Source: an optimization exercise on an open RTL-to-GDS flow (aim: a short achievable clock period and few clock cycles). Production flows keep margins and buffers that such runs may drop. In this exercise RTL edits were held to simulation tests only and were not proved equivalent to the original. Power is estimated from default activity; no workload was simulated.

==> inputs of branch maple <==
Design cpu_core, start of the top module:
module cpu_core #(
    parameter cpu_pkg::word_t RESET_PC = '0
) (
    input  logic   clk,
    input  logic   arst_n,
    output cpu_pkg::word_t  imem_addr,         
    input  cpu_pkg::instr_t imem_rdata,
    output cpu_pkg::word_t  dmem_addr,
    output cpu_pkg::word_t  dmem_wdata,
    output logic   dmem_we,           
    output logic   dmem_re,           
    input  cpu_pkg::word_t  dmem_rdata
);
    cpu_pkg::word_t    arr_pc;
    logic              arr_valid, arr_pred;
    cpu_pkg::aluop_t   aluop0;
    logic              use_rs0, use_rt0, b_imm0, b_link0, reg_write0, flag_write0;
    logic              is_load0, is_store0, is_jimm0, is_jreg0, is_branch0, br_true0, br_inv0;
    cpu_pkg::reg_idx_t dst0;
    logic              r_v, r_pred;
    cpu_pkg::word_t    r_pc, r_pcinc, r_imm;
    cpu_pkg::reg_idx_t r_rs, r_rt, r_dst;
    logic [15:0]       r_rs_sel, r_rt_sel;
    cpu_pkg::aluop_t   r_aluop;
    logic              r_use_rs, r_use_rt, r_b_imm, r_b_link, r_reg_write, r_flag_write;
    logic              r_is_load, r_is_store, r_is_jimm, r_is_jreg, r_is_branch, r_br_true, r_br_inv;
    cpu_pkg::word_t    rf_rs, rf_rt;
    logic              fwd_ex_a, fwd_ex_b, fwd_ld_a, fwd_ld_b;
    cpu_pkg::word_t    opa, opb, rs_jump;
    logic              stall_load, stall_jump, stall, go;
    logic              flag, taken_f0, taken_f1, taken;
    logic              redirect_f0, redirect_f1;
    cpu_pkg::word_t    target, redirect_addr;
    logic              redirect, install;
    logic              e_v;
    cpu_pkg::word_t    e_opa, e_opb;
    cpu_pkg::aluop_t   e_aluop;
    logic              e_reg_write, e_flag_write, e_load, e_store;
    cpu_pkg::word_t    e_wd;
    cpu_pkg::reg_idx_t e_dst;
    cpu_pkg::word_t    e_res;
    logic              zero_now, true_now;
  ...
clock: 9.0 ns
lec_check: 0
cap_margin: 20
core_margin: 2
core_utilization: 40
slew_margin: 20
standard.sh (not shown) runs the stock make flow with config.mk's settings and CLKGATE_MAP_FILE= SYNTH_SCRIPT=/design/flow/synth_recipe.tcl, a recipe that flattens the netlist after the stock synthesis.
==> flow/flow/run.sh <==
#!/bin/bash
# Standard ORFS layout (the standard.sh: standard synthesis, floorplan,
# placement, CTS, routing, finish), with repair aiming further below the
# clock period and sized port buffers. All tool output is in make.log here
# and in ORFS's own logs under orfs/logs.
set -euo pipefail
bash standard.sh \
  SETUP_SLACK_MARGIN=6.5 \
  TNS_END_PERCENT=100 \
  MATCH_CELL_FOOTPRINT=0 \
  "BUFFER_PORTS_ARGS=-buffer_cell sky130_fd_sc_hd__buf_4" \
  finish > make.log 2>&1
==> inputs of branch garnet, as changes to branch maple <==
--- a/flow/design.v
+++ b/flow/design.v
@@ -118,34 +118,33 @@
 module cycle_fsm (
     input  logic  clk,
     input  logic  arst_n,
     input  logic  issue_load,
     input  logic  issue_store,
     input  cpu_pkg::word_t    addr,
     input  cpu_pkg::word_t    wdata,
     input  cpu_pkg::reg_idx_t load_dst,
-    input  logic  cancel,             
     output cpu_pkg::word_t    dmem_addr,
     output cpu_pkg::word_t    dmem_wdata,
     output logic  dmem_we,
     output logic  dmem_re,            
     output cpu_pkg::reg_idx_t req_dst,    
     output logic  data_valid,         
     output cpu_pkg::reg_idx_t data_dst
 );
     always_ff @(posedge clk or negedge arst_n) begin
         if (!arst_n) begin
             dmem_we    <= 1'b0;
             dmem_re    <= 1'b0;
             data_valid <= 1'b0;
         end else begin
             dmem_we    <= issue_store;
             dmem_re    <= issue_load;
-            data_valid <= dmem_re && !cancel;
+            data_valid <= dmem_re;
         end
     end
     always_ff @(posedge clk) begin
         dmem_addr  <= addr;
         dmem_wdata <= wdata;
         req_dst    <= load_dst;
         data_dst   <= req_dst;
     end
@@ -156,66 +155,73 @@
 module program_counter (
     input  logic  clk,
     input  logic  arst_n,
     input  logic  redirect_f0,        
     input  logic  redirect_f1,        
     input  logic  flag,               
     input  cpu_pkg::word_t redirect_addr,
     input  logic  hold,               
+    input  logic  early_jump,         
+    input  cpu_pkg::word_t early_target,
     input  logic  install,            
     input  cpu_pkg::word_t install_key,
     input  cpu_pkg::word_t install_tgt,
     output cpu_pkg::word_t fetch_addr,
     output cpu_pkg::word_t arr_pc,    
     output logic  arr_valid,          
     output logic  arr_pred            
 );
     logic           btb_valid;
     cpu_pkg::word_t btb_key;
     cpu_pkg::word_t btb_tgt;
     logic           ins_pending;
     cpu_pkg::word_t ins_key;
     cpu_pkg::word_t ins_tgt;
+    cpu_pkg::word_t fetch_reg;
+    cpu_pkg::word_t jump_reg;
     cpu_pkg::word_t fetch_inc;
     logic           hit;
     logic           refetch;
     cpu_pkg::word_t early_addr;
     cpu_pkg::word_t next_addr;
     logic           next_valid;
     logic           redirect;
+    assign fetch_addr = jump_reg | fetch_reg;
     assign fetch_inc  = fetch_addr + cpu_pkg::word_t'(1);
     assign hit        = btb_valid && (btb_key == fetch_addr);
     assign refetch    = hold && arr_valid;
     assign early_addr = refetch ? arr_pc : (hit ? btb_tgt : fetch_inc);
+    assign redirect   = flag ? redirect_f1 : redirect_f0;
     assign next_addr  = flag ? (redirect_f1 ? redirect_addr : early_addr)
                              : (redirect_f0 ? redirect_addr : early_addr);
-    assign redirect   = flag ? redirect_f1 : redirect_f0;
-    assign next_valid = !redirect && !refetch;
+    assign next_valid = !redirect && !refetch && !early_jump;
     always_ff @(posedge clk or negedge arst_n) begin
         if (!arst_n) begin
-            fetch_addr  <= '0;
+            fetch_reg   <= '0;
+            jump_reg    <= '0;
             arr_valid   <= 1'b0;
             arr_pred    <= 1'b0;
             btb_valid   <= 1'b0;
             ins_pending <= 1'b0;
         end else begin
-            fetch_addr  <= next_addr;
+            fetch_reg   <= next_addr & {16{!early_jump}};
+            jump_reg    <= early_target & {16{early_jump}};
             arr_valid   <= next_valid;
             arr_pred    <= next_valid && hit;
             ins_pending <= install;
             if (ins_pending) begin
                 btb_valid <= 1'b1;
             end
         end
     end
     always_ff @(posedge clk) begin
-        arr_pc  <= fetch_addr;
-        ins_key <= install_key;
-        ins_tgt <= install_tgt;
+        arr_pc   <= fetch_addr;
+        ins_key  <= install_key;
+        ins_tgt  <= install_tgt;
         if (ins_pending) begin
             btb_key <= ins_key;
             btb_tgt <= ins_tgt;
         end
     end
 endmodule
 `default_nettype wire
 `timescale 1ns/10ps
@@ -227,17 +233,18 @@
     input  logic [15:0]       rt_sel,     
     input  logic     we_a,
     input  cpu_pkg::reg_idx_t wr_a,
     input  cpu_pkg::word_t    wd_a,
     input  logic     we_b,
     input  cpu_pkg::reg_idx_t wr_b,
     input  cpu_pkg::word_t    wd_b,
     output cpu_pkg::word_t    rs_data,
-    output cpu_pkg::word_t    rt_data
+    output cpu_pkg::word_t    rt_data,
+    output cpu_pkg::word_t    r15_data    
 );
     cpu_pkg::word_t regs [16];
     always_ff @(posedge clk or negedge arst_n) begin
         if (!arst_n) begin
             for (int i = 0; i < 16; i++) begin
                 regs[i] <= '0;
             end
         end else begin
@@ -245,16 +252,17 @@
                 if (we_a && wr_a == cpu_pkg::reg_idx_t'(i)) begin
                     regs[i] <= wd_a;
                 end else if (we_b && wr_b == cpu_pkg::reg_idx_t'(i)) begin
                     regs[i] <= wd_b;
                 end
             end
         end
     end
+    assign r15_data = regs[15];
     always_comb begin
         rs_data = '0;
         rt_data = '0;
         for (int i = 0; i < 16; i++) begin
             rs_data = rs_data | ({16{rs_sel[i]}} & regs[i]);
             rt_data = rt_data | ({16{rt_sel[i]}} & regs[i]);
         end
     end
@@ -262,57 +270,79 @@
 `default_nettype wire
 `timescale 1ns/10ps
 `default_nettype none
 module alu_flags (
     input  logic  clk,
     input  logic  arst_n,
     input  cpu_pkg::aluop_t op,
     input  logic  flag_en,            
+    input  logic  test_true,          
     input  cpu_pkg::word_t a,
     input  cpu_pkg::word_t b,
     output cpu_pkg::word_t result,
-    output logic  zero_now,           
-    output logic  true_now
+    output logic  flag_now            
 );
     cpu_pkg::word_t bx;                 
     cpu_pkg::word_t g [5];              
     cpu_pkg::word_t p [5];              
     cpu_pkg::word_t carry;              
+    cpu_pkg::word_t gs [5];             
+    cpu_pkg::word_t ps [5];
+    cpu_pkg::word_t borrow;             
     cpu_pkg::word_t sum;                
+    cpu_pkg::word_t diff;               
     cpu_pkg::word_t lt_t [5];           
     cpu_pkg::word_t eq_t [5];           
     logic  lt;
     cpu_pkg::word_t carry_z;            
     logic  zero_add;
     logic  zero_next;
     logic  true_next;
     logic  zero_flag;
     logic  true_flag;
-    assign bx = op.sub ? ~b : b;
+    assign bx = ~b;
     always_comb begin
-        g[0] = a & bx;
-        p[0] = a ^ bx;
+        g[0] = a & b;
+        p[0] = a ^ b;
         for (int l = 0; l < 4; l++) begin
             for (int i = 0; i < 16; i++) begin
                 if (((i >> l) & 1) == 1) begin
                     g[l+1][i] = g[l][i] | (p[l][i] & g[l][((i >> l) << l) - 1]);
                     p[l+1][i] = p[l][i] & p[l][((i >> l) << l) - 1];
                 end else begin
                     g[l+1][i] = g[l][i];
                     p[l+1][i] = p[l][i];
                 end
             end
         end
-        carry[0] = op.sub;
+        carry[0] = 1'b0;
+        for (int i = 1; i < 16; i++) begin
+            carry[i] = g[4][i-1];
+        end
+        gs[0] = a & bx;
+        ps[0] = a ^ bx;
+        for (int l = 0; l < 4; l++) begin
+            for (int i = 0; i < 16; i++) begin
+                if (((i >> l) & 1) == 1) begin
+                    gs[l+1][i] = gs[l][i] | (ps[l][i] & gs[l][((i >> l) << l) - 1]);
+                    ps[l+1][i] = ps[l][i] & ps[l][((i >> l) << l) - 1];
+                end else begin
+                    gs[l+1][i] = gs[l][i];
+                    ps[l+1][i] = ps[l][i];
+                end
+            end
+        end
+        borrow[0] = 1'b1;
         for (int i = 1; i < 16; i++) begin
-            carry[i] = g[4][i-1] | (p[4][i-1] & op.sub);
+            borrow[i] = gs[4][i-1] | ps[4][i-1];
         end
     end
-    assign sum = p[0] ^ carry;
+    assign sum  = p[0] ^ carry;
+    assign diff = ps[0] ^ borrow;
     always_comb begin
         lt_t[0] = ~a & b;
         lt_t[0][15] = a[15] & ~b[15];
         eq_t[0] = ~(a ^ b);
         for (int l = 0; l < 4; l++) begin
             for (int i = 0; i < 16; i++) begin
                 if (((i >> l) & 1) == 1) begin
                     lt_t[l+1][i] = lt_t[l][i] | (eq_t[l][i] & lt_t[l][((i >> l) << l) - 1]);
@@ -322,59 +352,47 @@
                     eq_t[l+1][i] = eq_t[l][i];
                 end
             end
         end
     end
     assign lt = lt_t[4][15];
     always_comb begin
         result = '0;
-        if (op.add || op.sub) result = result | sum;
+        if (op.add)  result = result | sum;
+        if (op.sub)  result = result | diff;
         if (op.andl) result = result | (a & b);
         if (op.orl)  result = result | (a | b);
         if (op.slt)  result = result | {15'd0, lt};
         if (op.pass) result = result | b;
     end
     assign carry_z  = {a[14:0] | b[14:0], 1'b0};
     assign zero_add = ((a ^ b) == carry_z);
-    always_comb begin
-        zero_next = 1'b0;
-        true_next = 1'b0;
-        if (op.add) begin
-            zero_next = zero_add;
-            true_next = a[0] ^ b[0];
-        end
-        if (op.sub) begin
-            zero_next = (a == b);
-            true_next = a[0] ^ b[0];
-        end
-        if (op.andl) begin
-            zero_next = ((a & b) == '0);
-            true_next = a[0] & b[0];
-        end
-        if (op.orl) begin
-            zero_next = ((a | b) == '0);
-            true_next = a[0] | b[0];
-        end
-        if (op.slt) begin
-            zero_next = !lt;
-            true_next = lt;
-        end
-    end
+    assign zero_next = (op.add  && zero_add) ||
+                       (op.sub  && (a == b)) ||
+                       (op.andl && ((a & b) == '0)) ||
+                       (op.orl  && ((a | b) == '0)) ||
+                       (op.slt  && !lt);
+    assign true_next = ((op.add || op.sub) && (a[0] ^ b[0])) ||
+                       (op.andl && a[0] && b[0]) ||
+                       (op.orl  && (a[0] || b[0])) ||
+                       (op.slt  && lt);
     always_ff @(posedge clk or negedge arst_n) begin
         if (!arst_n) begin
             zero_flag <= 1'b0;
             true_flag <= 1'b0;
         end else if (flag_en) begin
             zero_flag <= zero_next;
             true_flag <= true_next;
         end
     end
-    assign zero_now = flag_en ? zero_next : zero_flag;
-    assign true_now = flag_en ? true_next : true_flag;
+    assign flag_now = (flag_en && !test_true && zero_next) ||
+                      (flag_en &&  test_true && true_next) ||
+                      (!flag_en && !test_true && zero_flag) ||
+                      (!flag_en &&  test_true && true_flag);
 endmodule
 `default_nettype wire
 `timescale 1ns/10ps
 `default_nettype none
 module cpu_core #(
     parameter cpu_pkg::word_t RESET_PC = '0
 ) (
     input  logic   clk,
@@ -388,50 +406,57 @@
     input  cpu_pkg::word_t  dmem_rdata
 );
     cpu_pkg::word_t    arr_pc;
     logic              arr_valid, arr_pred;
     cpu_pkg::aluop_t   aluop0;
     logic              use_rs0, use_rt0, b_imm0, b_link0, reg_write0, flag_write0;
     logic              is_load0, is_store0, is_jimm0, is_jreg0, is_branch0, br_true0, br_inv0;
     cpu_pkg::reg_idx_t dst0;
+    cpu_pkg::reg_idx_t rs0;
+    logic              lit_hit, r15_ok, r_safe, early_jump;
+    cpu_pkg::word_t    early_target, rf_r15;
     logic              r_v, r_pred;
     cpu_pkg::word_t    r_pc, r_pcinc, r_imm;
     cpu_pkg::reg_idx_t r_rs, r_rt, r_dst;
     logic [15:0]       r_rs_sel, r_rt_sel;
     cpu_pkg::aluop_t   r_aluop;
     logic              r_use_rs, r_use_rt, r_b_imm, r_b_link, r_reg_write, r_flag_write;
     logic              r_is_load, r_is_store, r_is_jimm, r_is_jreg, r_is_branch, r_br_true, r_br_inv;
     cpu_pkg::word_t    rf_rs, rf_rt;
-    logic              fwd_ex_a, fwd_ex_b, fwd_ld_a, fwd_ld_b;
+    logic              fwd_ex_a, fwd_ex_b, fwd_wb_a, fwd_wb_b, fwd_ld_a, fwd_ld_b;
     cpu_pkg::word_t    opa, opb, rs_jump;
     logic              stall_load, stall_jump, stall, go;
     logic              flag, taken_f0, taken_f1, taken;
     logic              redirect_f0, redirect_f1;
     cpu_pkg::word_t    target, redirect_addr;
     logic              redirect, install;
     logic              e_v;
     cpu_pkg::word_t    e_opa, e_opb;
     cpu_pkg::aluop_t   e_aluop;
     logic              e_reg_write, e_flag_write, e_load, e_store;
     cpu_pkg::word_t    e_wd;
     cpu_pkg::reg_idx_t e_dst;
     cpu_pkg::word_t    e_res;
-    logic              zero_now, true_now;
+    logic              w_v;               
+    cpu_pkg::reg_idx_t w_dst;
+    cpu_pkg::word_t    w_res;
     logic              req_load;          
     cpu_pkg::reg_idx_t req_dst;
     logic              ld_valid;          
     cpu_pkg::reg_idx_t ld_dst;
     program_counter i_program_counter (
         .clk, .arst_n,
         .redirect_f0,
         .redirect_f1,
         .flag,
         .redirect_addr,
         .hold        (stall),
+        .early_jump,
+        .early_target,
         .install,
         .install_key (r_pc),
         .install_tgt (target),
         .fetch_addr  (imem_addr),
         .arr_pc,
         .arr_valid,
         .arr_pred
     );
@@ -457,17 +482,17 @@
         if (!arst_n) begin
             r_v <= 1'b0;
         end else if (!stall) begin
             r_v <= arr_valid && !redirect;
         end
     end
     always_ff @(posedge clk) begin
         if (!stall) begin
-            r_pred       <= arr_pred;
+            r_pred       <= arr_pred || early_jump;
             r_pc         <= arr_pc;
             r_pcinc      <= arr_pc + cpu_pkg::word_t'(1);
             r_imm        <= imem_rdata[15:0];
             r_rs         <= imem_rdata[25:22];
             r_rt         <= imem_rdata[21:18];
             r_rs_sel     <= 16'd1 << imem_rdata[25:22];
             r_rt_sel     <= 16'd1 << imem_rdata[21:18];
             r_dst        <= dst0;
@@ -482,50 +507,66 @@
             r_is_store   <= is_store0;
             r_is_jimm    <= is_jimm0;
             r_is_jreg    <= is_jreg0;
             r_is_branch  <= is_branch0;
             r_br_true    <= br_true0;
             r_br_inv     <= br_inv0;
         end
     end
+    assign rs0     = imem_rdata[25:22];
+    assign lit_hit = r_v && r_aluop.pass && !r_b_link && r_dst == rs0;
+    assign r15_ok  = rs0 == 4'd15 &&
+                     !(r_v && (r_reg_write || r_is_load) && r_dst == 4'd15) &&
+                     !(e_v && (e_reg_write || e_load) && e_dst == 4'd15) &&
+                     !(w_v && w_dst == 4'd15) &&
+                     !(req_load && req_dst == 4'd15) &&
+                     !(ld_valid && ld_dst == 4'd15);
+    assign r_safe = !(r_v && (r_is_branch || ((r_is_jimm || r_is_jreg) && !r_pred)));
+    assign early_jump = arr_valid && !arr_pred && !stall && r_safe &&
+                        (is_jimm0 || (is_jreg0 && (lit_hit || r15_ok)));
+    assign early_target = is_jimm0 ? imem_rdata[15:0] : (lit_hit ? r_imm : rf_r15);
     register_file i_register_file (
         .clk, .arst_n,
         .rs_sel      (r_rs_sel),
         .rt_sel      (r_rt_sel),
-        .we_a        (e_v && e_reg_write),
-        .wr_a        (e_dst),
-        .wd_a        (e_res),
+        .we_a        (w_v),
+        .wr_a        (w_dst),
+        .wd_a        (w_res),
         .we_b        (ld_valid),
         .wr_b        (ld_dst),
         .wd_b        (dmem_rdata),
         .rs_data     (rf_rs),
-        .rt_data     (rf_rt)
+        .rt_data     (rf_rt),
+        .r15_data    (rf_r15)
     );
     assign fwd_ex_a = e_v && e_reg_write && e_dst == r_rs;
     assign fwd_ex_b = e_v && e_reg_write && e_dst == r_rt;
+    assign fwd_wb_a = w_v && w_dst == r_rs;
+    assign fwd_wb_b = w_v && w_dst == r_rt;
     assign fwd_ld_a = ld_valid && ld_dst == r_rs;
     assign fwd_ld_b = ld_valid && ld_dst == r_rt;
     always_comb begin
         if (fwd_ex_a)      opa = e_res;
+        else if (fwd_wb_a) opa = w_res;
         else if (fwd_ld_a) opa = dmem_rdata;
         else               opa = rf_rs;
         if (fwd_ex_b)      opb = e_res;
+        else if (fwd_wb_b) opb = w_res;
         else if (fwd_ld_b) opb = dmem_rdata;
         else               opb = rf_rt;
     end
-    assign rs_jump    = fwd_ex_a ? e_opb : rf_rs;
-    assign stall_jump = r_is_jreg && (fwd_ex_a ? !e_aluop.pass : fwd_ld_a);
+    assign rs_jump    = fwd_ex_a ? e_opb : (fwd_wb_a ? w_res : rf_rs);
+    assign stall_jump = r_is_jreg && (fwd_ex_a ? !e_aluop.pass : (!fwd_wb_a && fwd_ld_a));
     assign stall_load = (e_v && e_load &&
                          ((r_use_rs && e_dst == r_rs) || (r_use_rt && e_dst == r_rt))) ||
                         (req_load &&
                          ((r_use_rs && req_dst == r_rs) || (r_use_rt && req_dst == r_rt)));
     assign stall = r_v && (stall_jump || stall_load);
     assign go    = r_v && !stall;
-    assign flag     = r_br_true ? true_now : zero_now;
     assign taken_f0 = r_is_jimm || r_is_jreg || (r_is_branch && r_br_inv);
     assign taken_f1 = r_is_jimm || r_is_jreg || (r_is_branch && !r_br_inv);
     assign taken    = flag ? taken_f1 : taken_f0;
     assign target = r_is_jreg ? rs_jump : (r_is_jimm ? r_imm : r_pcinc + r_imm);
     assign redirect_f0   = go && (taken_f0 ^ r_pred);
     assign redirect_f1   = go && (taken_f1 ^ r_pred);
     assign redirect      = flag ? redirect_f1 : redirect_f0;
     assign redirect_addr = r_pred ? r_pcinc : target;
@@ -533,17 +574,16 @@
     assign dmem_re = req_load;
     cycle_fsm i_cycle_fsm (
         .clk, .arst_n,
         .issue_load  (e_v && e_load),
         .issue_store (e_v && e_store),
         .addr        (e_res),
         .wdata       (e_wd),
         .load_dst    (e_dst),
-        .cancel      (e_v && e_reg_write && e_dst == req_dst),
         .dmem_addr,
         .dmem_wdata,
         .dmem_we,
         .dmem_re     (req_load),
         .req_dst,
         .data_valid  (ld_valid),
         .data_dst    (ld_dst)
     );
@@ -560,20 +600,31 @@
         e_aluop      <= r_aluop;
         e_reg_write  <= r_reg_write;
         e_flag_write <= r_flag_write;
         e_dst        <= r_dst;
         e_load       <= r_is_load;
         e_store      <= r_is_store;
         e_wd         <= opb;
     end
+    always_ff @(posedge clk or negedge arst_n) begin
+        if (!arst_n) begin
+            w_v <= 1'b0;
+        end else begin
+            w_v <= e_v && e_reg_write;
+        end
+    end
+    always_ff @(posedge clk) begin
+        w_dst <= e_dst;
+        w_res <= e_res;
+    end
     alu_flags i_alu_flags (
         .clk, .arst_n,
         .op        (e_aluop),
         .flag_en   (e_v && e_flag_write),
         .a         (e_opa),
         .b         (e_opb),
         .result    (e_res),
-        .zero_now,
-        .true_now
+        .test_true (r_br_true),
+        .flag_now  (flag)
     );
 endmodule
 `default_nettype wire
==> flow/flow/run.sh (replaced) <==
#!/bin/bash
# Standard ORFS layout (the standard.sh: standard synthesis, floorplan,
# placement, CTS, routing, finish), with repair aiming further below the
# clock period and sized port buffers. All tool output is in make.log here
# and in ORFS's own logs under orfs/logs.
set -euo pipefail
bash standard.sh \
  SETUP_SLACK_MARGIN=6 \
  TNS_END_PERCENT=100 \
  MATCH_CELL_FOOTPRINT=0 \
  "BUFFER_PORTS_ARGS=-buffer_cell sky130_fd_sc_hd__buf_4" \
  finish > make.log 2>&1
==> qor summary <==
Area share of the largest cell type after synthesis: branch maple 23.8%; branch garnet 23.6%
Number of flip-flops and latches: branch maple 577; branch garnet 594
Die extent in y: branch maple 277 um; branch garnet 286 um
Final clock-cell share: branch maple 6.00%; branch garnet 5.89%
Layout cell share with drive strength beyond 1: branch maple 31.2%; branch garnet 23.4%
Outcome: branch maple timing/DRC/antenna clean; branch garnet timing/DRC/antenna clean
Total clock network power: branch maple 2.95 mW; branch garnet 2.90 mW
Combinational power: branch maple 2.23 mW; branch garnet 2.71 mW
Yosys Warn Count: branch maple 11; branch garnet 13
Flop2flop setup slack: branch maple 5690 ps; branch garnet 5670 ps
Commonest non-fill, non-tap cell in the layout: branch maple dfrtp_1; branch garnet mux2i_1
Launch point of the worst reg-to-reg path: branch maple e_opb[15]; branch garnet e_opa[0]
GR Util met1: branch maple 38.3%; branch garnet 39.6%
Placed cell count: branch maple 3914; branch garnet 4198
Slew at the pin with the worst max-slew slack: branch maple 1080 ps; branch garnet 985 ps
Hold worst-path end: branch maple i_cycle_fsm.dmem_wdata[6]; branch garnet i_cycle_fsm.dmem_wdata[15]
Simple logic cell fraction of the synthesized area: branch maple 12.5%; branch garnet 12.1%
Total cell area at the placement stage: branch maple 31900 sq um; branch garnet 33500 sq um
Nature of the critical path startpoint: branch maple flip-flop; branch garnet primary input
Detailed-routed wire length on met2: branch maple 54400 um; branch garnet 57900 um
Arr. time, crit path: branch maple 3810 ps; branch garnet 3860 ps
Highest clock rate: branch maple 0.302 GHz; branch garnet 0.298 GHz
Number of distinct standard cells referenced by the synthesized netlist: branch maple 75; branch garnet 79
Signal buffers share of area: branch maple 11.0%; branch garnet 8.79%
Non-clock buffer count in the final layout: branch maple 385; branch garnet 380
Testbench counts of branch maple, summed over its fixed seeds: cycles 10,981.
Testbench counts of branch garnet, summed over its fixed seeds: cycles 10,525.

[static timing again, ports no longer ideal]
The flow's constraints put no driver on any port. The routed layouts listed below were extracted and timed again, unchanged, in two steps.
Step 1, drivers: a clkbuf_16 drives clk and a buf_2 each remaining input, both assumed.
Step 2, shift: input delay + t, output delay - t, t = (earliest + latest rising clock arrival at the registers) / 2. This alone moves slack from input paths to output paths.
Three values: ideal ports, drivers, drivers and shift; two values: the first two.
| run | shift t [ns] | slack for setup (ns) | worst setup path at the end |
|---|---|---|---|
| branch maple | 0.676 | 5.688 / 5.688 / 5.394 | input to register |
| branch garnet | 0.678 | 5.640 / 5.667 / 4.995 | input to register |
After both steps every run listed still meets setup and hold. For branch garnet, which loses most, drivers alone change the setup slack by +0.027 ns; drivers and shift together by -0.645 ns.
